Background: an optimization exercise with open tools, aiming at a short achievable clock period and few clock cycles. Do not read the settings as production practice.
Function was checked by simulation only, so behaviour that the tests miss may differ from the original.

==> flow/design.v, too long to show whole: its modules and the start of the top module <==
// module dot_product_unit: 8545 lines
// module transformation_block: 95 lines
module transformation_block #(
   parameter int FEATURE_COLS      = 96,
   parameter int WEIGHT_ROWS       = 96,
   parameter int FEATURE_ROWS      = 6,
   parameter int WEIGHT_COLS       = 3,
   parameter int FEATURE_WIDTH     = 5,
   parameter int WEIGHT_WIDTH      = 5,
   parameter int DOT_PROD_WIDTH    = 16,
   parameter int ADDRESS_WIDTH     = 13,
   parameter int FEATURE_BASE_ADDR = 512
) (
   input  logic                                             clk,
   input  logic                                             reset,
   input  logic                                             start,
   input  logic [WEIGHT_ROWS*WEIGHT_WIDTH-1:0]              data_in,
   output logic [ADDRESS_WIDTH-1:0]                         read_address,
   output logic                                             enable_read,
   output logic [FEATURE_ROWS*WEIGHT_COLS*DOT_PROD_WIDTH-1:0] fm_row_out,
   output logic                                             done
);
  // ...
==> flow/flow/run.sh <==
#!/bin/bash
# The standard ORFS layout (standard.sh, standard synthesis unchanged),
# with these changes:
#  - cells may be resized to other footprints (sky130hd's default forbids it);
#  - after detailed routing, remaining antenna violations get more diode
#    repair and re-routing (flow/antenna.tcl).
set -o pipefail
cat >> config.mk <<EOC
export SETUP_SLACK_MARGIN = 10.6
export POST_DETAIL_ROUTE_TCL = $PWD/flow/antenna.tcl
EOC
bash standard.sh finish MATCH_CELL_FOOTPRINT=0 > standard_run.log 2>&1
==> flow/flow/antenna.tcl <==
# Run after ORFS's own post-route antenna repair: if any antenna violation
# is left, insert diodes with a margin and re-route, a few times.
set extra_iters 0
while { [check_antennas] && $extra_iters < 4 } {
  repair_antennas -ratio_margin [expr { 20 + 10 * $extra_iters }]
  detailed_route {*}$::all_args
  incr extra_iters
}
==> flow/standard.sh <==
#!/bin/bash
# synth_recipe.tcl (not shown) runs the flow's synth.tcl, then flattens the netlist and writes it again
# the make line also repeats each setting of config.mk as NAME=value (left out here)
make -C /OpenROAD-flow-scripts/flow DESIGN_CONFIG=/design/flow/config.mk WORK_HOME=/design/flow/orfs CLKGATE_MAP_FILE= SYNTH_SCRIPT=/design/flow/synth_recipe.tcl "${@:-finish}"
==> flow/config.mk <==
export PLATFORM = sky130hd
export DESIGN_NAME = transformation_block
export DESIGN_NICKNAME = transformation_block
export VERILOG_FILES = /design/flow/design.v
export SDC_FILE = /design/flow/constraint.sdc
export NUM_CORES = 4
export LEC_CHECK = 0
export CAP_MARGIN = 20
export CORE_MARGIN = 2
export CORE_UTILIZATION = 40
export SLEW_MARGIN = 20
export SETUP_SLACK_MARGIN = 10.6
export POST_DETAIL_ROUTE_TCL = /design/flow/flow/antenna.tcl
==> flow/constraint.sdc <==
create_clock -name core_clock -period 15.0 [get_ports {clk}]
set_input_delay 3.0000 -clock core_clock [delete_from_list [all_inputs] [get_ports {clk}]]
set_output_delay 3.0000 -clock core_clock [all_outputs]
set_load 0.01 [all_outputs]
==> run summary, run 1 <==
Worst r2r dst: fm_dup[286]
FF+latch count: 4650
Largest family of logic cells by synthesized area: adder cells
Max Freq: 194 MHz
Max_slew headroom: 14.6%
Number of synthesized flops with an enable pin: 1440
Total Neg Setup Slack: 0 ps
Hold depth: 0
Mux cell area share after synthesis: 0.0698%
Post-CTS setup repair buffer count: 820
Worst path most repeated cell: inv_1
Synth area leader: fa_1
Xor and xnor fraction of the mapped netlist area: 0.0558%
Pre-Repair DR Iteration Count: 6
M3 GR Usage: 17.0%
Area taken by multi-input logic gates: 211000 µm²
IO Pins: 786
GRT Total Usage: 48.5%
Post-cts resize count: 3655
Worst setup EP type: register
IO buf count: 775
Final WL: 2040 mm
Signal buffers: 2074
Worst Setup Path Type: reg2reg
Pin count of the biggest net entering global routing: 195
GR Overflow Total: 0
Diodes inserted: 441
Clock-pin slew on the worst setup and hold paths: 70 ps
Status: timing/DRC/antenna clean
Ys async rst share: 0.194%
CTS sink cnt: 4650
Vias in the first global route: 231000
Slew Viols, Final: 0
Finished Layout Cells: 42600
Testbench counts, summed over its fixed seeds: cycles 12,288.
==> run 2, diff against run 1 <==
--- a/flow/design.v
+++ b/flow/design.v
@@ -1,16 +1,16 @@
 module dot_product_unit (
    input  logic          clk,
    input  logic [479:0] feature,
    input  logic [479:0] weight,
    output logic [15:0]  result
 );
    logic [716:0] s1_d, s1_q;
-   logic [157:0] s2_d, s2_q;
+   logic [114:0] s2_d, s2_q;
    logic n2401, n2402, n2403, n2404, n2405, n2406, n2407, n2408, n2409, n2410, n2411, n2412, n2413, n2414, n2415, n2416;
    logic n2417, n2418, n2419, n2420, n2421, n2422, n2423, n2424, n2425, n2426, n2427, n2428, n2429, n2430, n2431, n2432;
    logic n2433, n2434, n2435, n2436, n2437, n2438, n2439, n2440, n2441, n2442, n2443, n2444, n2445, n2446, n2447, n2448;
    logic n2449, n2450, n2451, n2452, n2453, n2454, n2455, n2456, n2457, n2458, n2459, n2460, n2461, n2462, n2463, n2464;
    logic n2465, n2466, n2467, n2468, n2469, n2470, n2471, n2472, n2473, n2474, n2475, n2476, n2477, n2478, n2479, n2480;
    logic n2481, n2482, n2483, n2484, n2485, n2486, n2487, n2488, n2489, n2490, n2491, n2492, n2493, n2494, n2495, n2496;
    logic n2497, n2498, n2499, n2500, n2501, n2502, n2503, n2504, n2505, n2506, n2507, n2508, n2509, n2510, n2511, n2512;
    logic n2513, n2514, n2515, n2516, n2517, n2518, n2519, n2520, n2521, n2522, n2523, n2524, n2525, n2526, n2527, n2528;
@@ -8105,334 +8105,291 @@
    assign n6929 = n6798 ^ n6800 ^ n6802;
    assign n6930 = (n6798 & n6800) | (n6798 & n6802) | (n6800 & n6802);
    assign n6931 = n6803 ^ n6805 ^ n6807;
    assign n6932 = (n6803 & n6805) | (n6803 & n6807) | (n6805 & n6807);
    assign n6933 = n6809 ^ n6811 ^ n6424;
    assign n6934 = (n6809 & n6811) | (n6809 & n6424) | (n6811 & n6424);
    assign n6935 = s1_q[713] ^ s1_q[714] ^ s1_q[715];
    assign n6936 = (s1_q[713] & s1_q[714]) | (s1_q[713] & s1_q[715]) | (s1_q[714] & s1_q[715]);
+   assign n6937 = n6813 ^ n6815 ^ n6817;
+   assign n6938 = (n6813 & n6815) | (n6813 & n6817) | (n6815 & n6817);
+   assign n6939 = s1_q[13] ^ s1_q[14] ^ s1_q[15];
+   assign n6940 = (s1_q[13] & s1_q[14]) | (s1_q[13] & s1_q[15]) | (s1_q[14] & s1_q[15]);
+   assign n6941 = n6814 ^ n6816 ^ n6818;
+   assign n6942 = (n6814 & n6816) | (n6814 & n6818) | (n6816 & n6818);
+   assign n6943 = n6819 ^ n6821 ^ n6823;
+   assign n6944 = (n6819 & n6821) | (n6819 & n6823) | (n6821 & n6823);
+   assign n6945 = n6825 ^ n6827 ^ s1_q[61];
+   assign n6946 = (n6825 & n6827) | (n6825 & s1_q[61]) | (n6827 & s1_q[61]);
+   assign n6947 = n6820 ^ n6822 ^ n6824;
+   assign n6948 = (n6820 & n6822) | (n6820 & n6824) | (n6822 & n6824);
+   assign n6949 = n6826 ^ n6828 ^ n6829;
+   assign n6950 = (n6826 & n6828) | (n6826 & n6829) | (n6828 & n6829);
+   assign n6951 = n6831 ^ n6833 ^ n6835;
+   assign n6952 = (n6831 & n6833) | (n6831 & n6835) | (n6833 & n6835);
+   assign n6953 = n6837 ^ n6839;
+   assign n6954 = n6837 & n6839;
+   assign n6955 = n6830 ^ n6832 ^ n6834;
+   assign n6956 = (n6830 & n6832) | (n6830 & n6834) | (n6832 & n6834);
+   assign n6957 = n6836 ^ n6838 ^ n6840;
+   assign n6958 = (n6836 & n6838) | (n6836 & n6840) | (n6838 & n6840);
+   assign n6959 = n6841 ^ n6843 ^ n6845;
+   assign n6960 = (n6841 & n6843) | (n6841 & n6845) | (n6843 & n6845);
+   assign n6961 = n6847 ^ n6849 ^ n6851;
+   assign n6962 = (n6847 & n6849) | (n6847 & n6851) | (n6849 & n6851);
+   assign n6963 = n6842 ^ n6844 ^ n6846;
+   assign n6964 = (n6842 & n6844) | (n6842 & n6846) | (n6844 & n6846);
+   assign n6965 = n6848 ^ n6850 ^ n6852;
+   assign n6966 = (n6848 & n6850) | (n6848 & n6852) | (n6850 & n6852);
+   assign n6967 = n6853 ^ n6855 ^ n6857;
+   assign n6968 = (n6853 & n6855) | (n6853 & n6857) | (n6855 & n6857);
+   assign n6969 = n6859 ^ n6861 ^ n6863;
+   assign n6970 = (n6859 & n6861) | (n6859 & n6863) | (n6861 & n6863);
+   assign n6971 = n6854 ^ n6856 ^ n6858;
+   assign n6972 = (n6854 & n6856) | (n6854 & n6858) | (n6856 & n6858);
+   assign n6973 = n6860 ^ n6862 ^ n6864;
+   assign n6974 = (n6860 & n6862) | (n6860 & n6864) | (n6862 & n6864);
+   assign n6975 = n6865 ^ n6867 ^ n6869;
+   assign n6976 = (n6865 & n6867) | (n6865 & n6869) | (n6867 & n6869);
+   assign n6977 = n6871 ^ n6873 ^ n6875;
+   assign n6978 = (n6871 & n6873) | (n6871 & n6875) | (n6873 & n6875);
+   assign n6979 = n6866 ^ n6868 ^ n6870;
+   assign n6980 = (n6866 & n6868) | (n6866 & n6870) | (n6868 & n6870);
+   assign n6981 = n6872 ^ n6874 ^ n6876;
+   assign n6982 = (n6872 & n6874) | (n6872 & n6876) | (n6874 & n6876);
+   assign n6983 = n6877 ^ n6879 ^ n6881;
+   assign n6984 = (n6877 & n6879) | (n6877 & n6881) | (n6879 & n6881);
+   assign n6985 = n6883 ^ n6885 ^ n6887;
+   assign n6986 = (n6883 & n6885) | (n6883 & n6887) | (n6885 & n6887);
+   assign n6987 = n6878 ^ n6880 ^ n6882;
+   assign n6988 = (n6878 & n6880) | (n6878 & n6882) | (n6880 & n6882);
+   assign n6989 = n6884 ^ n6886 ^ n6888;
+   assign n6990 = (n6884 & n6886) | (n6884 & n6888) | (n6886 & n6888);
+   assign n6991 = n6889 ^ n6891 ^ n6893;
+   assign n6992 = (n6889 & n6891) | (n6889 & n6893) | (n6891 & n6893);
+   assign n6993 = n6895 ^ n6897 ^ n6899;
+   assign n6994 = (n6895 & n6897) | (n6895 & n6899) | (n6897 & n6899);
+   assign n6995 = n6890 ^ n6892 ^ n6894;
+   assign n6996 = (n6890 & n6892) | (n6890 & n6894) | (n6892 & n6894);
+   assign n6997 = n6896 ^ n6898 ^ n6900;
+   assign n6998 = (n6896 & n6898) | (n6896 & n6900) | (n6898 & n6900);
+   assign n6999 = n6901 ^ n6903 ^ n6905;
+   assign n7000 = (n6901 & n6903) | (n6901 & n6905) | (n6903 & n6905);
+   assign n7001 = n6907 ^ n6909 ^ n6911;
+   assign n7002 = (n6907 & n6909) | (n6907 & n6911) | (n6909 & n6911);
+   assign n7003 = n6902 ^ n6904 ^ n6906;
+   assign n7004 = (n6902 & n6904) | (n6902 & n6906) | (n6904 & n6906);
+   assign n7005 = n6908 ^ n6910 ^ n6912;
+   assign n7006 = (n6908 & n6910) | (n6908 & n6912) | (n6910 & n6912);
+   assign n7007 = n6913 ^ n6915 ^ n6917;
+   assign n7008 = (n6913 & n6915) | (n6913 & n6917) | (n6915 & n6917);
+   assign n7009 = n6919 ^ n6921 ^ n6923;
+   assign n7010 = (n6919 & n6921) | (n6919 & n6923) | (n6921 & n6923);
+   assign n7011 = n6914 ^ n6916 ^ n6918;
+   assign n7012 = (n6914 & n6916) | (n6914 & n6918) | (n6916 & n6918);
+   assign n7013 = n6920 ^ n6922 ^ n6924;
+   assign n7014 = (n6920 & n6922) | (n6920 & n6924) | (n6922 & n6924);
+   assign n7015 = n6925 ^ n6927 ^ n6929;
+   assign n7016 = (n6925 & n6927) | (n6925 & n6929) | (n6927 & n6929);
+   assign n7017 = n6931 ^ n6933 ^ n6935;
+   assign n7018 = (n6931 & n6933) | (n6931 & n6935) | (n6933 & n6935);
+   assign n7019 = n6926 ^ n6928 ^ n6930;
+   assign n7020 = (n6926 & n6928) | (n6926 & n6930) | (n6928 & n6930);
+   assign n7021 = n6932 ^ n6934 ^ n6936;
+   assign n7022 = (n6932 & n6934) | (n6932 & n6936) | (n6934 & n6936);
+   assign n7023 = n6804 ^ n6806 ^ n6808;
+   assign n7024 = (n6804 & n6806) | (n6804 & n6808) | (n6806 & n6808);
    assign s2_d[0] = s1_q[0];
    assign s2_d[1] = s1_q[1];
    assign s2_d[2] = s1_q[2];
    assign s2_d[3] = s1_q[3];
-   assign s2_d[4] = n6813;
-   assign s2_d[5] = n6815;
-   assign s2_d[6] = n6817;
-   assign s2_d[7] = s1_q[13];
-   assign s2_d[8] = s1_q[14];
-   assign s2_d[9] = s1_q[15];
-   assign s2_d[10] = s1_q[16];
-   assign s2_d[11] = s1_q[17];
-   assign s2_d[12] = s1_q[18];
-   assign s2_d[13] = s1_q[19];
-   assign s2_d[14] = s1_q[20];
-   assign s2_d[15] = s1_q[21];
-   assign s2_d[16] = s1_q[22];
-   assign s2_d[17] = n6814;
-   assign s2_d[18] = n6816;
-   assign s2_d[19] = n6818;
-   assign s2_d[20] = n6819;
-   assign s2_d[21] = n6821;
-   assign s2_d[22] = n6823;
-   assign s2_d[23] = n6825;
-   assign s2_d[24] = n6827;
-   assign s2_d[25] = s1_q[61];
-   assign s2_d[26] = s1_q[62];
-   assign s2_d[27] = s1_q[63];
-   assign s2_d[28] = s1_q[64];
-   assign s2_d[29] = s1_q[65];
-   assign s2_d[30] = n6820;
-   assign s2_d[31] = n6822;
-   assign s2_d[32] = n6824;
-   assign s2_d[33] = n6826;
-   assign s2_d[34] = n6828;
-   assign s2_d[35] = n6829;
-   assign s2_d[36] = n6831;
-   assign s2_d[37] = n6833;
-   assign s2_d[38] = n6835;
-   assign s2_d[39] = n6837;
-   assign s2_d[40] = n6839;
-   assign s2_d[41] = s1_q[136];
-   assign s2_d[42] = s1_q[137];
-   assign s2_d[43] = n6830;
-   assign s2_d[44] = n6832;
-   assign s2_d[45] = n6834;
-   assign s2_d[46] = n6836;
-   assign s2_d[47] = n6838;
-   assign s2_d[48] = n6840;
-   assign s2_d[49] = n6841;
-   assign s2_d[50] = n6843;
-   assign s2_d[51] = n6845;
-   assign s2_d[52] = n6847;
-   assign s2_d[53] = n6849;
-   assign s2_d[54] = n6851;
-   assign s2_d[55] = s1_q[237];
-   assign s2_d[56] = n6842;
-   assign s2_d[57] = n6844;
-   assign s2_d[58] = n6846;
-   assign s2_d[59] = n6848;
-   assign s2_d[60] = n6850;
-   assign s2_d[61] = n6852;
-   assign s2_d[62] = n6853;
-   assign s2_d[63] = n6855;
-   assign s2_d[64] = n6857;
-   assign s2_d[65] = n6859;
-   assign s2_d[66] = n6861;
-   assign s2_d[67] = n6863;
-   assign s2_d[68] = s1_q[358];
-   assign s2_d[69] = n6854;
-   assign s2_d[70] = n6856;
-   assign s2_d[71] = n6858;
-   assign s2_d[72] = n6860;
-   assign s2_d[73] = n6862;
-   assign s2_d[74] = n6864;
-   assign s2_d[75] = n6865;
-   assign s2_d[76] = n6867;
-   assign s2_d[77] = n6869;
-   assign s2_d[78] = n6871;
-   assign s2_d[79] = n6873;
-   assign s2_d[80] = n6875;
-   assign s2_d[81] = n6541;
-   assign s2_d[82] = n6866;
-   assign s2_d[83] = n6868;
-   assign s2_d[84] = n6870;
-   assign s2_d[85] = n6872;
-   assign s2_d[86] = n6874;
-   assign s2_d[87] = n6876;
-   assign s2_d[88] = n6877;
-   assign s2_d[89] = n6879;
-   assign s2_d[90] = n6881;
-   assign s2_d[91] = n6883;
-   assign s2_d[92] = n6885;
-   assign s2_d[93] = n6887;
-   assign s2_d[94] = n6569;
-   assign s2_d[95] = n6878;
-   assign s2_d[96] = n6880;
-   assign s2_d[97] = n6882;
-   assign s2_d[98] = n6884;
-   assign s2_d[99] = n6886;
-   assign s2_d[100] = n6888;
-   assign s2_d[101] = n6889;
-   assign s2_d[102] = n6891;
-   assign s2_d[103] = n6893;
-   assign s2_d[104] = n6895;
-   assign s2_d[105] = n6897;
-   assign s2_d[106] = n6899;
-   assign s2_d[107] = n6597;
-   assign s2_d[108] = n6890;
-   assign s2_d[109] = n6892;
-   assign s2_d[110] = n6894;
-   assign s2_d[111] = n6896;
-   assign s2_d[112] = n6898;
-   assign s2_d[113] = n6900;
-   assign s2_d[114] = n6901;
-   assign s2_d[115] = n6903;
-   assign s2_d[116] = n6905;
-   assign s2_d[117] = n6907;
-   assign s2_d[118] = n6909;
-   assign s2_d[119] = n6911;
-   assign s2_d[120] = n6625;
-   assign s2_d[121] = n6902;
-   assign s2_d[122] = n6904;
-   assign s2_d[123] = n6906;
-   assign s2_d[124] = n6908;
-   assign s2_d[125] = n6910;
-   assign s2_d[126] = n6912;
-   assign s2_d[127] = n6913;
-   assign s2_d[128] = n6915;
-   assign s2_d[129] = n6917;
-   assign s2_d[130] = n6919;
-   assign s2_d[131] = n6921;
-   assign s2_d[132] = n6923;
-   assign s2_d[133] = n6653;
-   assign s2_d[134] = n6914;
-   assign s2_d[135] = n6916;
-   assign s2_d[136] = n6918;
-   assign s2_d[137] = n6920;
-   assign s2_d[138] = n6922;
-   assign s2_d[139] = n6924;
-   assign s2_d[140] = n6925;
-   assign s2_d[141] = n6927;
-   assign s2_d[142] = n6929;
-   assign s2_d[143] = n6931;
-   assign s2_d[144] = n6933;
-   assign s2_d[145] = n6935;
-   assign s2_d[146] = s1_q[716];
-   assign s2_d[147] = n6926;
-   assign s2_d[148] = n6928;
-   assign s2_d[149] = n6930;
-   assign s2_d[150] = n6932;
-   assign s2_d[151] = n6934;
-   assign s2_d[152] = n6936;
-   assign s2_d[153] = n6804;
-   assign s2_d[154] = n6806;
-   assign s2_d[155] = n6808;
-   assign s2_d[156] = n6810;
-   assign s2_d[157] = n6812;
-   assign n6937 = s2_q[4] ^ s2_q[5] ^ s2_q[6];
-   assign n6938 = (s2_q[4] & s2_q[5]) | (s2_q[4] & s2_q[6]) | (s2_q[5] & s2_q[6]);
-   assign n6939 = s2_q[7] ^ s2_q[8] ^ s2_q[9];
-   assign n6940 = (s2_q[7] & s2_q[8]) | (s2_q[7] & s2_q[9]) | (s2_q[8] & s2_q[9]);
-   assign n6941 = s2_q[17] ^ s2_q[18] ^ s2_q[19];
-   assign n6942 = (s2_q[17] & s2_q[18]) | (s2_q[17] & s2_q[19]) | (s2_q[18] & s2_q[19]);
-   assign n6943 = s2_q[20] ^ s2_q[21] ^ s2_q[22];
-   assign n6944 = (s2_q[20] & s2_q[21]) | (s2_q[20] & s2_q[22]) | (s2_q[21] & s2_q[22]);
-   assign n6945 = s2_q[23] ^ s2_q[24] ^ s2_q[25];
-   assign n6946 = (s2_q[23] & s2_q[24]) | (s2_q[23] & s2_q[25]) | (s2_q[24] & s2_q[25]);
-   assign n6947 = s2_q[30] ^ s2_q[31] ^ s2_q[32];
-   assign n6948 = (s2_q[30] & s2_q[31]) | (s2_q[30] & s2_q[32]) | (s2_q[31] & s2_q[32]);
-   assign n6949 = s2_q[33] ^ s2_q[34] ^ s2_q[35];
-   assign n6950 = (s2_q[33] & s2_q[34]) | (s2_q[33] & s2_q[35]) | (s2_q[34] & s2_q[35]);
-   assign n6951 = s2_q[36] ^ s2_q[37] ^ s2_q[38];
-   assign n6952 = (s2_q[36] & s2_q[37]) | (s2_q[36] & s2_q[38]) | (s2_q[37] & s2_q[38]);
-   assign n6953 = s2_q[39] ^ s2_q[40];
-   assign n6954 = s2_q[39] & s2_q[40];
-   assign n6955 = s2_q[43] ^ s2_q[44] ^ s2_q[45];
-   assign n6956 = (s2_q[43] & s2_q[44]) | (s2_q[43] & s2_q[45]) | (s2_q[44] & s2_q[45]);
-   assign n6957 = s2_q[46] ^ s2_q[47] ^ s2_q[48];
-   assign n6958 = (s2_q[46] & s2_q[47]) | (s2_q[46] & s2_q[48]) | (s2_q[47] & s2_q[48]);
-   assign n6959 = s2_q[49] ^ s2_q[50] ^ s2_q[51];
-   assign n6960 = (s2_q[49] & s2_q[50]) | (s2_q[49] & s2_q[51]) | (s2_q[50] & s2_q[51]);
-   assign n6961 = s2_q[52] ^ s2_q[53] ^ s2_q[54];
-   assign n6962 = (s2_q[52] & s2_q[53]) | (s2_q[52] & s2_q[54]) | (s2_q[53] & s2_q[54]);
-   assign n6963 = s2_q[56] ^ s2_q[57] ^ s2_q[58];
-   assign n6964 = (s2_q[56] & s2_q[57]) | (s2_q[56] & s2_q[58]) | (s2_q[57] & s2_q[58]);
-   assign n6965 = s2_q[59] ^ s2_q[60] ^ s2_q[61];
-   assign n6966 = (s2_q[59] & s2_q[60]) | (s2_q[59] & s2_q[61]) | (s2_q[60] & s2_q[61]);
-   assign n6967 = s2_q[62] ^ s2_q[63] ^ s2_q[64];
-   assign n6968 = (s2_q[62] & s2_q[63]) | (s2_q[62] & s2_q[64]) | (s2_q[63] & s2_q[64]);
-   assign n6969 = s2_q[65] ^ s2_q[66] ^ s2_q[67];
-   assign n6970 = (s2_q[65] & s2_q[66]) | (s2_q[65] & s2_q[67]) | (s2_q[66] & s2_q[67]);
-   assign n6971 = s2_q[69] ^ s2_q[70] ^ s2_q[71];
-   assign n6972 = (s2_q[69] & s2_q[70]) | (s2_q[69] & s2_q[71]) | (s2_q[70] & s2_q[71]);
-   assign n6973 = s2_q[72] ^ s2_q[73] ^ s2_q[74];
-   assign n6974 = (s2_q[72] & s2_q[73]) | (s2_q[72] & s2_q[74]) | (s2_q[73] & s2_q[74]);
-   assign n6975 = s2_q[75] ^ s2_q[76] ^ s2_q[77];
-   assign n6976 = (s2_q[75] & s2_q[76]) | (s2_q[75] & s2_q[77]) | (s2_q[76] & s2_q[77]);
-   assign n6977 = s2_q[78] ^ s2_q[79] ^ s2_q[80];
-   assign n6978 = (s2_q[78] & s2_q[79]) | (s2_q[78] & s2_q[80]) | (s2_q[79] & s2_q[80]);
-   assign n6979 = s2_q[82] ^ s2_q[83] ^ s2_q[84];
-   assign n6980 = (s2_q[82] & s2_q[83]) | (s2_q[82] & s2_q[84]) | (s2_q[83] & s2_q[84]);
-   assign n6981 = s2_q[85] ^ s2_q[86] ^ s2_q[87];
-   assign n6982 = (s2_q[85] & s2_q[86]) | (s2_q[85] & s2_q[87]) | (s2_q[86] & s2_q[87]);
-   assign n6983 = s2_q[88] ^ s2_q[89] ^ s2_q[90];
-   assign n6984 = (s2_q[88] & s2_q[89]) | (s2_q[88] & s2_q[90]) | (s2_q[89] & s2_q[90]);
-   assign n6985 = s2_q[91] ^ s2_q[92] ^ s2_q[93];
-   assign n6986 = (s2_q[91] & s2_q[92]) | (s2_q[91] & s2_q[93]) | (s2_q[92] & s2_q[93]);
-   assign n6987 = s2_q[95] ^ s2_q[96] ^ s2_q[97];
-   assign n6988 = (s2_q[95] & s2_q[96]) | (s2_q[95] & s2_q[97]) | (s2_q[96] & s2_q[97]);
-   assign n6989 = s2_q[98] ^ s2_q[99] ^ s2_q[100];
-   assign n6990 = (s2_q[98] & s2_q[99]) | (s2_q[98] & s2_q[100]) | (s2_q[99] & s2_q[100]);
-   assign n6991 = s2_q[101] ^ s2_q[102] ^ s2_q[103];
-   assign n6992 = (s2_q[101] & s2_q[102]) | (s2_q[101] & s2_q[103]) | (s2_q[102] & s2_q[103]);
-   assign n6993 = s2_q[104] ^ s2_q[105] ^ s2_q[106];
-   assign n6994 = (s2_q[104] & s2_q[105]) | (s2_q[104] & s2_q[106]) | (s2_q[105] & s2_q[106]);
-   assign n6995 = s2_q[108] ^ s2_q[109] ^ s2_q[110];
-   assign n6996 = (s2_q[108] & s2_q[109]) | (s2_q[108] & s2_q[110]) | (s2_q[109] & s2_q[110]);
-   assign n6997 = s2_q[111] ^ s2_q[112] ^ s2_q[113];
-   assign n6998 = (s2_q[111] & s2_q[112]) | (s2_q[111] & s2_q[113]) | (s2_q[112] & s2_q[113]);
-   assign n6999 = s2_q[114] ^ s2_q[115] ^ s2_q[116];
-   assign n7000 = (s2_q[114] & s2_q[115]) | (s2_q[114] & s2_q[116]) | (s2_q[115] & s2_q[116]);
-   assign n7001 = s2_q[117] ^ s2_q[118] ^ s2_q[119];
-   assign n7002 = (s2_q[117] & s2_q[118]) | (s2_q[117] & s2_q[119]) | (s2_q[118] & s2_q[119]);
-   assign n7003 = s2_q[121] ^ s2_q[122] ^ s2_q[123];
-   assign n7004 = (s2_q[121] & s2_q[122]) | (s2_q[121] & s2_q[123]) | (s2_q[122] & s2_q[123]);
-   assign n7005 = s2_q[124] ^ s2_q[125] ^ s2_q[126];
-   assign n7006 = (s2_q[124] & s2_q[125]) | (s2_q[124] & s2_q[126]) | (s2_q[125] & s2_q[126]);
-   assign n7007 = s2_q[127] ^ s2_q[128] ^ s2_q[129];
-   assign n7008 = (s2_q[127] & s2_q[128]) | (s2_q[127] & s2_q[129]) | (s2_q[128] & s2_q[129]);
-   assign n7009 = s2_q[130] ^ s2_q[131] ^ s2_q[132];
-   assign n7010 = (s2_q[130] & s2_q[131]) | (s2_q[130] & s2_q[132]) | (s2_q[131] & s2_q[132]);
-   assign n7011 = s2_q[134] ^ s2_q[135] ^ s2_q[136];
-   assign n7012 = (s2_q[134] & s2_q[135]) | (s2_q[134] & s2_q[136]) | (s2_q[135] & s2_q[136]);
-   assign n7013 = s2_q[137] ^ s2_q[138] ^ s2_q[139];
-   assign n7014 = (s2_q[137] & s2_q[138]) | (s2_q[137] & s2_q[139]) | (s2_q[138] & s2_q[139]);
-   assign n7015 = s2_q[140] ^ s2_q[141] ^ s2_q[142];
-   assign n7016 = (s2_q[140] & s2_q[141]) | (s2_q[140] & s2_q[142]) | (s2_q[141] & s2_q[142]);
-   assign n7017 = s2_q[143] ^ s2_q[144] ^ s2_q[145];
-   assign n7018 = (s2_q[143] & s2_q[144]) | (s2_q[143] & s2_q[145]) | (s2_q[144] & s2_q[145]);
-   assign n7019 = s2_q[147] ^ s2_q[148] ^ s2_q[149];
-   assign n7020 = (s2_q[147] & s2_q[148]) | (s2_q[147] & s2_q[149]) | (s2_q[148] & s2_q[149]);
-   assign n7021 = s2_q[150] ^ s2_q[151] ^ s2_q[152];
-   assign n7022 = (s2_q[150] & s2_q[151]) | (s2_q[150] & s2_q[152]) | (s2_q[151] & s2_q[152]);
-   assign n7023 = s2_q[153] ^ s2_q[154] ^ s2_q[155];
-   assign n7024 = (s2_q[153] & s2_q[154]) | (s2_q[153] & s2_q[155]) | (s2_q[154] & s2_q[155]);
-   assign n7025 = n6937 ^ n6939 ^ s2_q[10];
-   assign n7026 = (n6937 & n6939) | (n6937 & s2_q[10]) | (n6939 & s2_q[10]);
-   assign n7027 = s2_q[11] ^ s2_q[12];
-   assign n7028 = s2_q[11] & s2_q[12];
-   assign n7029 = n6938 ^ n6940 ^ n6941;
-   assign n7030 = (n6938 & n6940) | (n6938 & n6941) | (n6940 & n6941);
-   assign n7031 = n6943 ^ n6945 ^ s2_q[26];
-   assign n7032 = (n6943 & n6945) | (n6943 & s2_q[26]) | (n6945 & s2_q[26]);
-   assign n7033 = s2_q[27] ^ s2_q[28];
-   assign n7034 = s2_q[27] & s2_q[28];
-   assign n7035 = n6942 ^ n6944 ^ n6946;
-   assign n7036 = (n6942 & n6944) | (n6942 & n6946) | (n6944 & n6946);
-   assign n7037 = n6947 ^ n6949 ^ n6951;
-   assign n7038 = (n6947 & n6949) | (n6947 & n6951) | (n6949 & n6951);
-   assign n7039 = n6953 ^ s2_q[41] ^ s2_q[42];
-   assign n7040 = (n6953 & s2_q[41]) | (n6953 & s2_q[42]) | (s2_q[41] & s2_q[42]);
-   assign n7041 = n6948 ^ n6950 ^ n6952;
-   assign n7042 = (n6948 & n6950) | (n6948 & n6952) | (n6950 & n6952);
-   assign n7043 = n6954 ^ n6955 ^ n6957;
-   assign n7044 = (n6954 & n6955) | (n6954 & n6957) | (n6955 & n6957);
-   assign n7045 = n6959 ^ n6961 ^ s2_q[55];
-   assign n7046 = (n6959 & n6961) | (n6959 & s2_q[55]) | (n6961 & s2_q[55]);
-   assign n7047 = n6956 ^ n6958 ^ n6960;
-   assign n7048 = (n6956 & n6958) | (n6956 & n6960) | (n6958 & n6960);
-   assign n7049 = n6962 ^ n6963 ^ n6965;
-   assign n7050 = (n6962 & n6963) | (n6962 & n6965) | (n6963 & n6965);
-   assign n7051 = n6967 ^ n6969 ^ s2_q[68];
-   assign n7052 = (n6967 & n6969) | (n6967 & s2_q[68]) | (n6969 & s2_q[68]);
-   assign n7053 = n6964 ^ n6966 ^ n6968;
-   assign n7054 = (n6964 & n6966) | (n6964 & n6968) | (n6966 & n6968);
-   assign n7055 = n6970 ^ n6971 ^ n6973;
-   assign n7056 = (n6970 & n6971) | (n6970 & n6973) | (n6971 & n6973);
-   assign n7057 = n6975 ^ n6977 ^ s2_q[81];
-   assign n7058 = (n6975 & n6977) | (n6975 & s2_q[81]) | (n6977 & s2_q[81]);
-   assign n7059 = n6972 ^ n6974 ^ n6976;
-   assign n7060 = (n6972 & n6974) | (n6972 & n6976) | (n6974 & n6976);
-   assign n7061 = n6978 ^ n6979 ^ n6981;
-   assign n7062 = (n6978 & n6979) | (n6978 & n6981) | (n6979 & n6981);
-   assign n7063 = n6983 ^ n6985 ^ s2_q[94];
-   assign n7064 = (n6983 & n6985) | (n6983 & s2_q[94]) | (n6985 & s2_q[94]);
-   assign n7065 = n6980 ^ n6982 ^ n6984;
-   assign n7066 = (n6980 & n6982) | (n6980 & n6984) | (n6982 & n6984);
-   assign n7067 = n6986 ^ n6987 ^ n6989;
-   assign n7068 = (n6986 & n6987) | (n6986 & n6989) | (n6987 & n6989);
-   assign n7069 = n6991 ^ n6993 ^ s2_q[107];
-   assign n7070 = (n6991 & n6993) | (n6991 & s2_q[107]) | (n6993 & s2_q[107]);
-   assign n7071 = n6988 ^ n6990 ^ n6992;
-   assign n7072 = (n6988 & n6990) | (n6988 & n6992) | (n6990 & n6992);
-   assign n7073 = n6994 ^ n6995 ^ n6997;
-   assign n7074 = (n6994 & n6995) | (n6994 & n6997) | (n6995 & n6997);
-   assign n7075 = n6999 ^ n7001 ^ s2_q[120];
-   assign n7076 = (n6999 & n7001) | (n6999 & s2_q[120]) | (n7001 & s2_q[120]);
-   assign n7077 = n6996 ^ n6998 ^ n7000;
-   assign n7078 = (n6996 & n6998) | (n6996 & n7000) | (n6998 & n7000);
-   assign n7079 = n7002 ^ n7003 ^ n7005;
-   assign n7080 = (n7002 & n7003) | (n7002 & n7005) | (n7003 & n7005);
-   assign n7081 = n7007 ^ n7009 ^ s2_q[133];
-   assign n7082 = (n7007 & n7009) | (n7007 & s2_q[133]) | (n7009 & s2_q[133]);
-   assign n7083 = n7004 ^ n7006 ^ n7008;
-   assign n7084 = (n7004 & n7006) | (n7004 & n7008) | (n7006 & n7008);
-   assign n7085 = n7010 ^ n7011 ^ n7013;
-   assign n7086 = (n7010 & n7011) | (n7010 & n7013) | (n7011 & n7013);
-   assign n7087 = n7015 ^ n7017 ^ s2_q[146];
-   assign n7088 = (n7015 & n7017) | (n7015 & s2_q[146]) | (n7017 & s2_q[146]);
-   assign n7089 = n7012 ^ n7014 ^ n7016;
-   assign n7090 = (n7012 & n7014) | (n7012 & n7016) | (n7014 & n7016);
-   assign n7091 = n7018 ^ n7019 ^ n7021;
-   assign n7092 = (n7018 & n7019) | (n7018 & n7021) | (n7019 & n7021);
-   assign n7093 = n7023 ^ s2_q[156] ^ s2_q[157];
-   assign n7094 = (n7023 & s2_q[156]) | (n7023 & s2_q[157]) | (s2_q[156] & s2_q[157]);
-   assign n7095 = n7025 ^ n7027 ^ s2_q[13];
-   assign n7096 = (n7025 & n7027) | (n7025 & s2_q[13]) | (n7027 & s2_q[13]);
+   assign s2_d[4] = n6937;
+   assign s2_d[5] = n6939;
+   assign s2_d[6] = s1_q[16];
+   assign s2_d[7] = s1_q[17];
+   assign s2_d[8] = s1_q[18];
+   assign s2_d[9] = s1_q[19];
+   assign s2_d[10] = s1_q[20];
+   assign s2_d[11] = s1_q[21];
+   assign s2_d[12] = s1_q[22];
+   assign s2_d[13] = n6938;
+   assign s2_d[14] = n6940;
+   assign s2_d[15] = n6941;
+   assign s2_d[16] = n6943;
+   assign s2_d[17] = n6945;
+   assign s2_d[18] = s1_q[62];
+   assign s2_d[19] = s1_q[63];
+   assign s2_d[20] = s1_q[64];
+   assign s2_d[21] = s1_q[65];
+   assign s2_d[22] = n6942;
+   assign s2_d[23] = n6944;
+   assign s2_d[24] = n6946;
+   assign s2_d[25] = n6947;
+   assign s2_d[26] = n6949;
+   assign s2_d[27] = n6951;
+   assign s2_d[28] = n6953;
+   assign s2_d[29] = s1_q[136];
+   assign s2_d[30] = s1_q[137];
+   assign s2_d[31] = n6948;
+   assign s2_d[32] = n6950;
+   assign s2_d[33] = n6952;
+   assign s2_d[34] = n6954;
+   assign s2_d[35] = n6955;
+   assign s2_d[36] = n6957;
+   assign s2_d[37] = n6959;
+   assign s2_d[38] = n6961;
+   assign s2_d[39] = s1_q[237];
+   assign s2_d[40] = n6956;
+   assign s2_d[41] = n6958;
+   assign s2_d[42] = n6960;
+   assign s2_d[43] = n6962;
+   assign s2_d[44] = n6963;
+   assign s2_d[45] = n6965;
+   assign s2_d[46] = n6967;
+   assign s2_d[47] = n6969;
+   assign s2_d[48] = s1_q[358];
+   assign s2_d[49] = n6964;
+   assign s2_d[50] = n6966;
+   assign s2_d[51] = n6968;
+   assign s2_d[52] = n6970;
+   assign s2_d[53] = n6971;
+   assign s2_d[54] = n6973;
+   assign s2_d[55] = n6975;
+   assign s2_d[56] = n6977;
+   assign s2_d[57] = n6541;
+   assign s2_d[58] = n6972;
+   assign s2_d[59] = n6974;
+   assign s2_d[60] = n6976;
+   assign s2_d[61] = n6978;
+   assign s2_d[62] = n6979;
+   assign s2_d[63] = n6981;
+   assign s2_d[64] = n6983;
+   assign s2_d[65] = n6985;
+   assign s2_d[66] = n6569;
+   assign s2_d[67] = n6980;
+   assign s2_d[68] = n6982;
+   assign s2_d[69] = n6984;
+   assign s2_d[70] = n6986;
+   assign s2_d[71] = n6987;
+   assign s2_d[72] = n6989;
+   assign s2_d[73] = n6991;
+   assign s2_d[74] = n6993;
+   assign s2_d[75] = n6597;
+   assign s2_d[76] = n6988;
+   assign s2_d[77] = n6990;
+   assign s2_d[78] = n6992;
+   assign s2_d[79] = n6994;
+   assign s2_d[80] = n6995;
+   assign s2_d[81] = n6997;
+   assign s2_d[82] = n6999;
+   assign s2_d[83] = n7001;
+   assign s2_d[84] = n6625;
+   assign s2_d[85] = n6996;
+   assign s2_d[86] = n6998;
+   assign s2_d[87] = n7000;
+   assign s2_d[88] = n7002;
+   assign s2_d[89] = n7003;
+   assign s2_d[90] = n7005;
+   assign s2_d[91] = n7007;
+   assign s2_d[92] = n7009;
+   assign s2_d[93] = n6653;
+   assign s2_d[94] = n7004;
+   assign s2_d[95] = n7006;
+   assign s2_d[96] = n7008;
+   assign s2_d[97] = n7010;
+   assign s2_d[98] = n7011;
+   assign s2_d[99] = n7013;
+   assign s2_d[100] = n7015;
+   assign s2_d[101] = n7017;
+   assign s2_d[102] = s1_q[716];
+   assign s2_d[103] = n7012;
+   assign s2_d[104] = n7014;
+   assign s2_d[105] = n7016;
+   assign s2_d[106] = n7018;
+   assign s2_d[107] = n7019;
+   assign s2_d[108] = n7021;
+   assign s2_d[109] = n7023;
+   assign s2_d[110] = n6810;
+   assign s2_d[111] = n6812;
+   assign s2_d[112] = n7020;
+   assign s2_d[113] = n7022;
+   assign s2_d[114] = n7024;
+   assign n7025 = s2_q[4] ^ s2_q[5] ^ s2_q[6];
+   assign n7026 = (s2_q[4] & s2_q[5]) | (s2_q[4] & s2_q[6]) | (s2_q[5] & s2_q[6]);
+   assign n7027 = s2_q[7] ^ s2_q[8];
+   assign n7028 = s2_q[7] & s2_q[8];
+   assign n7029 = s2_q[13] ^ s2_q[14] ^ s2_q[15];
+   assign n7030 = (s2_q[13] & s2_q[14]) | (s2_q[13] & s2_q[15]) | (s2_q[14] & s2_q[15]);
+   assign n7031 = s2_q[16] ^ s2_q[17] ^ s2_q[18];
+   assign n7032 = (s2_q[16] & s2_q[17]) | (s2_q[16] & s2_q[18]) | (s2_q[17] & s2_q[18]);
+   assign n7033 = s2_q[19] ^ s2_q[20];
+   assign n7034 = s2_q[19] & s2_q[20];
+   assign n7035 = s2_q[22] ^ s2_q[23] ^ s2_q[24];
+   assign n7036 = (s2_q[22] & s2_q[23]) | (s2_q[22] & s2_q[24]) | (s2_q[23] & s2_q[24]);
+   assign n7037 = s2_q[25] ^ s2_q[26] ^ s2_q[27];
+   assign n7038 = (s2_q[25] & s2_q[26]) | (s2_q[25] & s2_q[27]) | (s2_q[26] & s2_q[27]);
+   assign n7039 = s2_q[28] ^ s2_q[29] ^ s2_q[30];
+   assign n7040 = (s2_q[28] & s2_q[29]) | (s2_q[28] & s2_q[30]) | (s2_q[29] & s2_q[30]);
+   assign n7041 = s2_q[31] ^ s2_q[32] ^ s2_q[33];
+   assign n7042 = (s2_q[31] & s2_q[32]) | (s2_q[31] & s2_q[33]) | (s2_q[32] & s2_q[33]);
+   assign n7043 = s2_q[34] ^ s2_q[35] ^ s2_q[36];
+   assign n7044 = (s2_q[34] & s2_q[35]) | (s2_q[34] & s2_q[36]) | (s2_q[35] & s2_q[36]);
+   assign n7045 = s2_q[37] ^ s2_q[38] ^ s2_q[39];
+   assign n7046 = (s2_q[37] & s2_q[38]) | (s2_q[37] & s2_q[39]) | (s2_q[38] & s2_q[39]);
+   assign n7047 = s2_q[40] ^ s2_q[41] ^ s2_q[42];
+   assign n7048 = (s2_q[40] & s2_q[41]) | (s2_q[40] & s2_q[42]) | (s2_q[41] & s2_q[42]);
+   assign n7049 = s2_q[43] ^ s2_q[44] ^ s2_q[45];
+   assign n7050 = (s2_q[43] & s2_q[44]) | (s2_q[43] & s2_q[45]) | (s2_q[44] & s2_q[45]);
+   assign n7051 = s2_q[46] ^ s2_q[47] ^ s2_q[48];
+   assign n7052 = (s2_q[46] & s2_q[47]) | (s2_q[46] & s2_q[48]) | (s2_q[47] & s2_q[48]);
+   assign n7053 = s2_q[49] ^ s2_q[50] ^ s2_q[51];
+   assign n7054 = (s2_q[49] & s2_q[50]) | (s2_q[49] & s2_q[51]) | (s2_q[50] & s2_q[51]);
+   assign n7055 = s2_q[52] ^ s2_q[53] ^ s2_q[54];
+   assign n7056 = (s2_q[52] & s2_q[53]) | (s2_q[52] & s2_q[54]) | (s2_q[53] & s2_q[54]);
+   assign n7057 = s2_q[55] ^ s2_q[56] ^ s2_q[57];
+   assign n7058 = (s2_q[55] & s2_q[56]) | (s2_q[55] & s2_q[57]) | (s2_q[56] & s2_q[57]);
+   assign n7059 = s2_q[58] ^ s2_q[59] ^ s2_q[60];
+   assign n7060 = (s2_q[58] & s2_q[59]) | (s2_q[58] & s2_q[60]) | (s2_q[59] & s2_q[60]);
+   assign n7061 = s2_q[61] ^ s2_q[62] ^ s2_q[63];
+   assign n7062 = (s2_q[61] & s2_q[62]) | (s2_q[61] & s2_q[63]) | (s2_q[62] & s2_q[63]);
+   assign n7063 = s2_q[64] ^ s2_q[65] ^ s2_q[66];
+   assign n7064 = (s2_q[64] & s2_q[65]) | (s2_q[64] & s2_q[66]) | (s2_q[65] & s2_q[66]);
+   assign n7065 = s2_q[67] ^ s2_q[68] ^ s2_q[69];
+   assign n7066 = (s2_q[67] & s2_q[68]) | (s2_q[67] & s2_q[69]) | (s2_q[68] & s2_q[69]);
+   assign n7067 = s2_q[70] ^ s2_q[71] ^ s2_q[72];
+   assign n7068 = (s2_q[70] & s2_q[71]) | (s2_q[70] & s2_q[72]) | (s2_q[71] & s2_q[72]);
+   assign n7069 = s2_q[73] ^ s2_q[74] ^ s2_q[75];
+   assign n7070 = (s2_q[73] & s2_q[74]) | (s2_q[73] & s2_q[75]) | (s2_q[74] & s2_q[75]);
+   assign n7071 = s2_q[76] ^ s2_q[77] ^ s2_q[78];
+   assign n7072 = (s2_q[76] & s2_q[77]) | (s2_q[76] & s2_q[78]) | (s2_q[77] & s2_q[78]);
+   assign n7073 = s2_q[79] ^ s2_q[80] ^ s2_q[81];
+   assign n7074 = (s2_q[79] & s2_q[80]) | (s2_q[79] & s2_q[81]) | (s2_q[80] & s2_q[81]);
+   assign n7075 = s2_q[82] ^ s2_q[83] ^ s2_q[84];
+   assign n7076 = (s2_q[82] & s2_q[83]) | (s2_q[82] & s2_q[84]) | (s2_q[83] & s2_q[84]);
+   assign n7077 = s2_q[85] ^ s2_q[86] ^ s2_q[87];
+   assign n7078 = (s2_q[85] & s2_q[86]) | (s2_q[85] & s2_q[87]) | (s2_q[86] & s2_q[87]);
+   assign n7079 = s2_q[88] ^ s2_q[89] ^ s2_q[90];
+   assign n7080 = (s2_q[88] & s2_q[89]) | (s2_q[88] & s2_q[90]) | (s2_q[89] & s2_q[90]);
+   assign n7081 = s2_q[91] ^ s2_q[92] ^ s2_q[93];
+   assign n7082 = (s2_q[91] & s2_q[92]) | (s2_q[91] & s2_q[93]) | (s2_q[92] & s2_q[93]);
+   assign n7083 = s2_q[94] ^ s2_q[95] ^ s2_q[96];
+   assign n7084 = (s2_q[94] & s2_q[95]) | (s2_q[94] & s2_q[96]) | (s2_q[95] & s2_q[96]);
+   assign n7085 = s2_q[97] ^ s2_q[98] ^ s2_q[99];
+   assign n7086 = (s2_q[97] & s2_q[98]) | (s2_q[97] & s2_q[99]) | (s2_q[98] & s2_q[99]);
+   assign n7087 = s2_q[100] ^ s2_q[101] ^ s2_q[102];
+   assign n7088 = (s2_q[100] & s2_q[101]) | (s2_q[100] & s2_q[102]) | (s2_q[101] & s2_q[102]);
+   assign n7089 = s2_q[103] ^ s2_q[104] ^ s2_q[105];
+   assign n7090 = (s2_q[103] & s2_q[104]) | (s2_q[103] & s2_q[105]) | (s2_q[104] & s2_q[105]);
+   assign n7091 = s2_q[106] ^ s2_q[107] ^ s2_q[108];
+   assign n7092 = (s2_q[106] & s2_q[107]) | (s2_q[106] & s2_q[108]) | (s2_q[107] & s2_q[108]);
+   assign n7093 = s2_q[109] ^ s2_q[110] ^ s2_q[111];
+   assign n7094 = (s2_q[109] & s2_q[110]) | (s2_q[109] & s2_q[111]) | (s2_q[110] & s2_q[111]);
+   assign n7095 = n7025 ^ n7027 ^ s2_q[9];
+   assign n7096 = (n7025 & n7027) | (n7025 & s2_q[9]) | (n7027 & s2_q[9]);
    assign n7097 = n7026 ^ n7028 ^ n7029;
    assign n7098 = (n7026 & n7028) | (n7026 & n7029) | (n7028 & n7029);
    assign n7099 = n7031 ^ n7033;
    assign n7100 = n7031 & n7033;
    assign n7101 = n7030 ^ n7032 ^ n7034;
    assign n7102 = (n7030 & n7032) | (n7030 & n7034) | (n7032 & n7034);
    assign n7103 = n7035 ^ n7037 ^ n7039;
    assign n7104 = (n7035 & n7037) | (n7035 & n7039) | (n7037 & n7039);
@@ -8469,22 +8426,22 @@
    assign n7135 = n7083 ^ n7085 ^ n7087;
    assign n7136 = (n7083 & n7085) | (n7083 & n7087) | (n7085 & n7087);
    assign n7137 = n7084 ^ n7086 ^ n7088;
    assign n7138 = (n7084 & n7086) | (n7084 & n7088) | (n7086 & n7088);
    assign n7139 = n7089 ^ n7091 ^ n7093;
    assign n7140 = (n7089 & n7091) | (n7089 & n7093) | (n7091 & n7093);
    assign n7141 = n7090 ^ n7092 ^ n7094;
    assign n7142 = (n7090 & n7092) | (n7090 & n7094) | (n7092 & n7094);
-   assign n7143 = n7020 ^ n7022 ^ n7024;
-   assign n7144 = (n7020 & n7022) | (n7020 & n7024) | (n7022 & n7024);
+   assign n7143 = s2_q[112] ^ s2_q[113] ^ s2_q[114];
+   assign n7144 = (s2_q[112] & s2_q[113]) | (s2_q[112] & s2_q[114]) | (s2_q[113] & s2_q[114]);
    assign n7145 = s2_q[0] ^ s2_q[1];
    assign n7146 = s2_q[0] & s2_q[1];
-   assign n7147 = n7095 ^ s2_q[14] ^ s2_q[15];
-   assign n7148 = (n7095 & s2_q[14]) | (n7095 & s2_q[15]) | (s2_q[14] & s2_q[15]);
+   assign n7147 = n7095 ^ s2_q[10] ^ s2_q[11];
+   assign n7148 = (n7095 & s2_q[10]) | (n7095 & s2_q[11]) | (s2_q[10] & s2_q[11]);
    assign n7149 = n7096 ^ n7097 ^ n7099;
    assign n7150 = (n7096 & n7097) | (n7096 & n7099) | (n7097 & n7099);
    assign n7151 = n7098 ^ n7100 ^ n7101;
    assign n7152 = (n7098 & n7100) | (n7098 & n7101) | (n7100 & n7101);
    assign n7153 = n7102 ^ n7104 ^ n7105;
    assign n7154 = (n7102 & n7104) | (n7102 & n7105) | (n7104 & n7105);
    assign n7155 = n7106 ^ n7108 ^ n7109;
    assign n7156 = (n7106 & n7108) | (n7106 & n7109) | (n7108 & n7109);
@@ -8501,20 +8458,20 @@
    assign n7167 = n7130 ^ n7132 ^ n7133;
    assign n7168 = (n7130 & n7132) | (n7130 & n7133) | (n7132 & n7133);
    assign n7169 = n7134 ^ n7136 ^ n7137;
    assign n7170 = (n7134 & n7136) | (n7134 & n7137) | (n7136 & n7137);
    assign n7171 = n7138 ^ n7140 ^ n7141;
    assign n7172 = (n7138 & n7140) | (n7138 & n7141) | (n7140 & n7141);
    assign n7173 = n7145 ^ s2_q[2];
    assign n7174 = n7145 & s2_q[2];
-   assign n7175 = n7146 ^ n7147 ^ s2_q[16];
-   assign n7176 = (n7146 & n7147) | (n7146 & s2_q[16]) | (n7147 & s2_q[16]);
-   assign n7177 = n7148 ^ n7149 ^ s2_q[29];
-   assign n7178 = (n7148 & n7149) | (n7148 & s2_q[29]) | (n7149 & s2_q[29]);
+   assign n7175 = n7146 ^ n7147 ^ s2_q[12];
+   assign n7176 = (n7146 & n7147) | (n7146 & s2_q[12]) | (n7147 & s2_q[12]);
+   assign n7177 = n7148 ^ n7149 ^ s2_q[21];
+   assign n7178 = (n7148 & n7149) | (n7148 & s2_q[21]) | (n7149 & s2_q[21]);
    assign n7179 = n7150 ^ n7151 ^ n7103;
    assign n7180 = (n7150 & n7151) | (n7150 & n7103) | (n7151 & n7103);
    assign n7181 = n7152 ^ n7153 ^ n7107;
    assign n7182 = (n7152 & n7153) | (n7152 & n7107) | (n7153 & n7107);
    assign n7183 = n7154 ^ n7155 ^ n7111;
    assign n7184 = (n7154 & n7155) | (n7154 & n7111) | (n7155 & n7111);
    assign n7185 = n7156 ^ n7157 ^ n7115;
    assign n7186 = (n7156 & n7157) | (n7156 & n7115) | (n7157 & n7115);
==> flow/config.mk (replaced) <==
export PLATFORM = sky130hd
export DESIGN_NAME = transformation_block
export DESIGN_NICKNAME = transformation_block
export VERILOG_FILES = /design/flow/design.v
export SDC_FILE = /design/flow/constraint.sdc
export NUM_CORES = 4
export LEC_CHECK = 0
export CAP_MARGIN = 20
export CORE_MARGIN = 2
export CORE_UTILIZATION = 38
export PLACE_DENSITY = 0.43
export SLEW_MARGIN = 20
export SETUP_SLACK_MARGIN = 10.6
export POST_DETAIL_ROUTE_TCL = /design/flow/flow/antenna.tcl
==> run 2 against run 1 <==
- still clean
- synthesized cell count decreased by 0.94%
- utilization decreased by 2.8 points
- first-iteration DRC count decreased by 8.0%
- routed wire length decreased by 3.7%
- synthesized area decreased by 0.94%
- register-to-register slack improved by 30 ps
- count of clock-buffer cells in the layout decreased by 7
- critical path depth decreased by 4
- non-clock buffer count decreased by 331
- critical endpoint is now u_dot1.s2_q[56]
==> run summary, run 2 <==
Status: timing/DRC/antenna clean (unchanged)
Chain of cells forming the critical path: inv_1 -> fa_1 -> inv_1 -> fa_1 -> inv_1 -> fa_1 -> inv_1 -> fa_1 -> inv_1 -> fa_1 -> fa_1 -> inv_1 -> fa_1 (was inv_1 -> fa_1 -> inv_1 -> fa_1 -> inv_1 -> fa_1 -> inv_1 -> fa_1 -> inv_1 -> fa_1 -> inv_1 -> ha_1 -> nand2_1 -> or3_1 -> mux2i_2 -> a21oi_4 -> o21a_1)
GRT Total Usage: 45.1% (was 48.5%)
Min-Delay Path Class: reg2reg (unchanged)
Worst-path fanout max: 1 (was 6)
Via count: 222000 (was 230000)
Synth top area cells: fa_1, dfxtp_1, edfxtp_1, and2_1, inv_1 (unchanged)
Slew Viols, Final: 0 (unchanged)
Routability cong.: 1.12 (was 1.17)
Largest regs: u_dot0.s1_q: 717 flops, u_dot1.s1_q: 717 flops, u_dot2.s1_q: 717 flops (unchanged)
CP startpoint kind: register (unchanged)
Via/cell ratio: 5.22 (was 5.40)
CTS hold repair buffers: 0 (unchanged)
Remaining antenna violation count: 0 (unchanged)
Period utilization: 34.2% (was 34.3%)
Slowest cell on crit path: fa_1 (unchanged)
R2R setup slack: 9880 ps (was 9850 ps)
Hold depth: 0 (unchanged)
Pre-CTS setup slack: 8330 ps (was 7870 ps)
Slowest stage delay, CP: 670 ps (was 820 ps)
Finished Layout Cells: 42500 (was 42600)
Final WL: 1970 mm (was 2040 mm)
CTS tree: built (unchanged)
Ys async rst share: 0.199% (was 0.194%)
CTS sink cnt: 4521 (was 4650)
Worst R2R Path Depth: 13 (was 17)
Synth cell count leaders: fa_1, inv_1, and2_1 (unchanged)
Cell with the most instances after synthesis: fa_1 (unchanged)
Initial Util: 38.1% (was 40.1%)
Antenna violations before repair: 320 (was 416)
Synth area leader: fa_1 (unchanged)
Area added between synthesis and finish: 21.6% (was 22.6%)
Pin count of the biggest net entering global routing: 184 (was 195)
Worst Setup Path Type: reg2reg (unchanged)
Final Hold Fails: 0 (unchanged)
Root buf cell: clkbuf_16 (unchanged)
Vias in the first global route: 229000 (was 231000)
Prevailing post-synth register cell: dfxtp_1 (unchanged)
Cell Count Post-Placement: 40300 (was 40000)
Post-Syn Area: 327000 µm² (was 330000 µm²)
Full die area: 867000 µm² (was 832000 µm²)
CP required: 16010 ps (was 16100 ps)
DIE WIDTH: 931 µm (was 912 µm)
H-tree Lvls: 6 (unchanged)
CP Launch Point: u_dot1.s1_q[413] (was u_dot2.s2_q[130])
Clock-pin slew on the worst setup and hold paths: 70 ps (about the same)
Total Neg Setup Slack: 0 ps (unchanged)
Deepest clock path buffer count: 4 (unchanged)
Drt wl/cell: 46.3 µm (was 48.0 µm)
Area fraction of the dominant cell type after synthesis: 43.6% (was 43.2%)
# rows: 340 (was 333)
Final Critical Period: 5120 ps (was 5150 ps)
Commonest non-fill, non-tap cell in the layout: inv_1 (unchanged)
Worst r2r dst: u_dot1.s2_q[56] (was fm_dup[286])
Worst slew pin tran: 1350 ps (was 1280 ps)
Worst setup EP type: register (unchanged)
Fraction of layout cells with a size suffix above 1: 34.4% (was 33.9%)
Area post-placement: 364000 µm² (was 367000 µm²)
Crit path to: u_dot1.s2_q[56] (was fm_dup[286])
Initial DRC Count: 29300 (was 31800)
Commonest non-fill, non-tap cells in the layout: inv_1, fa_2, and2_1 (unchanged)
IO Pins: 786 (unchanged)
Number of synthesized flops with an enable pin: 1440 (unchanged)
Max-cap violation count: 0 (unchanged)
Final setup margin: 9880 ps (was 9850 ps)
DP HPWL: 1690 mm (was 1730 mm)
Clk latency of the worst-skew pair: 1230 ps (was 1240 ps)
R2R Path Start: u_dot1.s1_q[413] (was u_dot2.s2_q[130])
Max Freq: 195 MHz (was 194 MHz)
#FFs+latches synth: 4521 (was 4650)
WP data arrival: 6130 ps (was 6250 ps)
Clock Skew: 103 ps (was 90.5 ps)
GR Overflow Total: 0 (unchanged)
First-pass GRT wire length: 2470 mm (was 2540 mm)
Post-synth cell types: 57 (unchanged)
Avg Inst Size Synth: 11.5 µm² (about the same)
RSZ-0062 raised after global routing: yes (unchanged)
Worst path most repeated cell: fa_1 (was inv_1)
DRC violations left: 0 (unchanged)
Synth Instances: 28400 (was 28700)
Final #Nets: 37900 (was 38500)
Max_slew headroom: 9.94% (was 14.6%)
Pre-Repair DR Iteration Count: 5 (was 6)
Final setup violation count: 0 (unchanged)
Num CTS Buffers: 589 (was 591)
Ys Warns: 3 (unchanged)
Seq/Total Area, Yosys: 32.1% (was 32.6%)
Vert. Die Dim: 931 µm (was 912 µm)
IO buf count: 775 (unchanged)
Placeable core region: 857000 µm² (was 822000 µm²)
Design Area, Final: 397000 µm² (was 404000 µm²)
## run 2: cell types whose count changed in the layout (fill, tap and decap cells not counted), sizes merged, moves of 14 or more
cell | previous run | this run
nand2 | 3259 | 3216
clkbuf | 1179 | 1149
dlymetal6s2s | 144 | 109
buf | 1577 | 1304
diode | 441 | 385
inv | 7007 | 6916
a21o | 19 | 33
dfxtp | 3201 | 3072
## run 2: per-layer routing
metal / share of wire [%] / GRT usage (%) / vias to the layer above / wire length [µm]
met4: 8.9 / 31.4 / 92 / 176000
met2: 42 / 64.6 / 12500 / 822000
met5: 0.031 / 0 / - / 603
met3: 10 / 13.8 / 2735 / 203000
li1: - / - / 84400 / -
met1: 39 / 58.5 / 122000 / 764000
## run 2: kinds of logic after synthesis
| group | count (synthesis) | share of synthesized area, % |
|---|---|---|
| mux | 13 | 0.0398 |
| other cells | 2 | 0.00230 |
| compound gates | 203 | 0.406 |
| flops | 4521 | 32.1 |
| fa+ha+maj | 7257 | 44.1 |
| xor+xnor | 21 | 0.0563 |
| simple gates | 8868 | 14.5 |
| buf+inv | 7546 | 8.73 |
## run 2: cell type report
class	count	area [µm²]
diodes	385	963
clock buffers	821	17200
clock inverters	270	3220
fillers	79900	459000
inverters	6926	26200
multi-input cells	16400	212000
flip-flops and latches	4521	106000
well taps	11500	14300
repair buffers	1743	18100
repair inverters	1	5.00
## run 2: what timing repair did
item | in CTS | in global routing
hold endpoints to repair | 0 | 0
pin swaps | 366 | 149
resized for setup | 3691 | 396
buffers inserted | 643 | 41
gates cloned | 63 | 12
endpoints found under the setup margin | 3017 | 1251
## run 2: worst min-delay path by stage
stage	from	endpoint
after floorplan	u_dot0.s1_q[0]	u_dot0.s2_q[0]
after detailed placement	u_dot0.s1_q[136]	u_dot0.s2_q[29]
after global routing	u_dot1.s1_q[16]	u_dot1.s2_q[6]
after CTS	u_dot1.s1_q[16]	u_dot1.s2_q[6]
final	u_dot1.s1_q[16]	u_dot1.s2_q[6]
after global placement	u_dot2.s1_q[2]	u_dot2.s2_q[2]
## run 2: worst max-delay path: cells and delay by family (launching register included)
family | cells | cell delay [ps]
adders and majority gates | 7 | 3840
buffers and inverters | 6 | 780
DFF | 1 | 310
## run 2: metrics by stage
stage	utilization (%)	hold slack (ps)
detailed placement	42.5	312
CTS	46.1	315
finish	46.4	313
floorplan	-	310
global route	46.3	322
global placement	42.5	316
Testbench counts of run 2, summed over its fixed seeds: cycles 12,288.

-- re-timing with driven ports --
Ports are ideal in the flow. The routed layouts listed here were re-timed in OpenROAD. Step 1 sets driving cells, clkbuf_16 on the clock port and buf_2 on the other inputs (assumed; they add their load-dependent delay and slew). Step 2 also shifts input and output timing later by t, the mid clock arrival at the registers, as if the neighbouring blocks saw the same clock. Slacks: ideal ports / drivers / drivers and shift; pairs: ideal ports / drivers.
| run | t, ns | slack for setup (ns) | latest minus earliest clock arrival (ns) |
|---|---|---|---|
| run 1 | 1.369 | 9.851 / 9.851 / 9.130 | 0.093 / 0.093 |
| run 2 | 1.334 | 9.877 / 9.877 / 9.048 | 0.106 / 0.106 |
After both steps setup and hold are still met in every run listed. For run 2, which loses most, drivers alone change the setup slack by 0.000 ns; drivers and shift together by -0.829 ns.
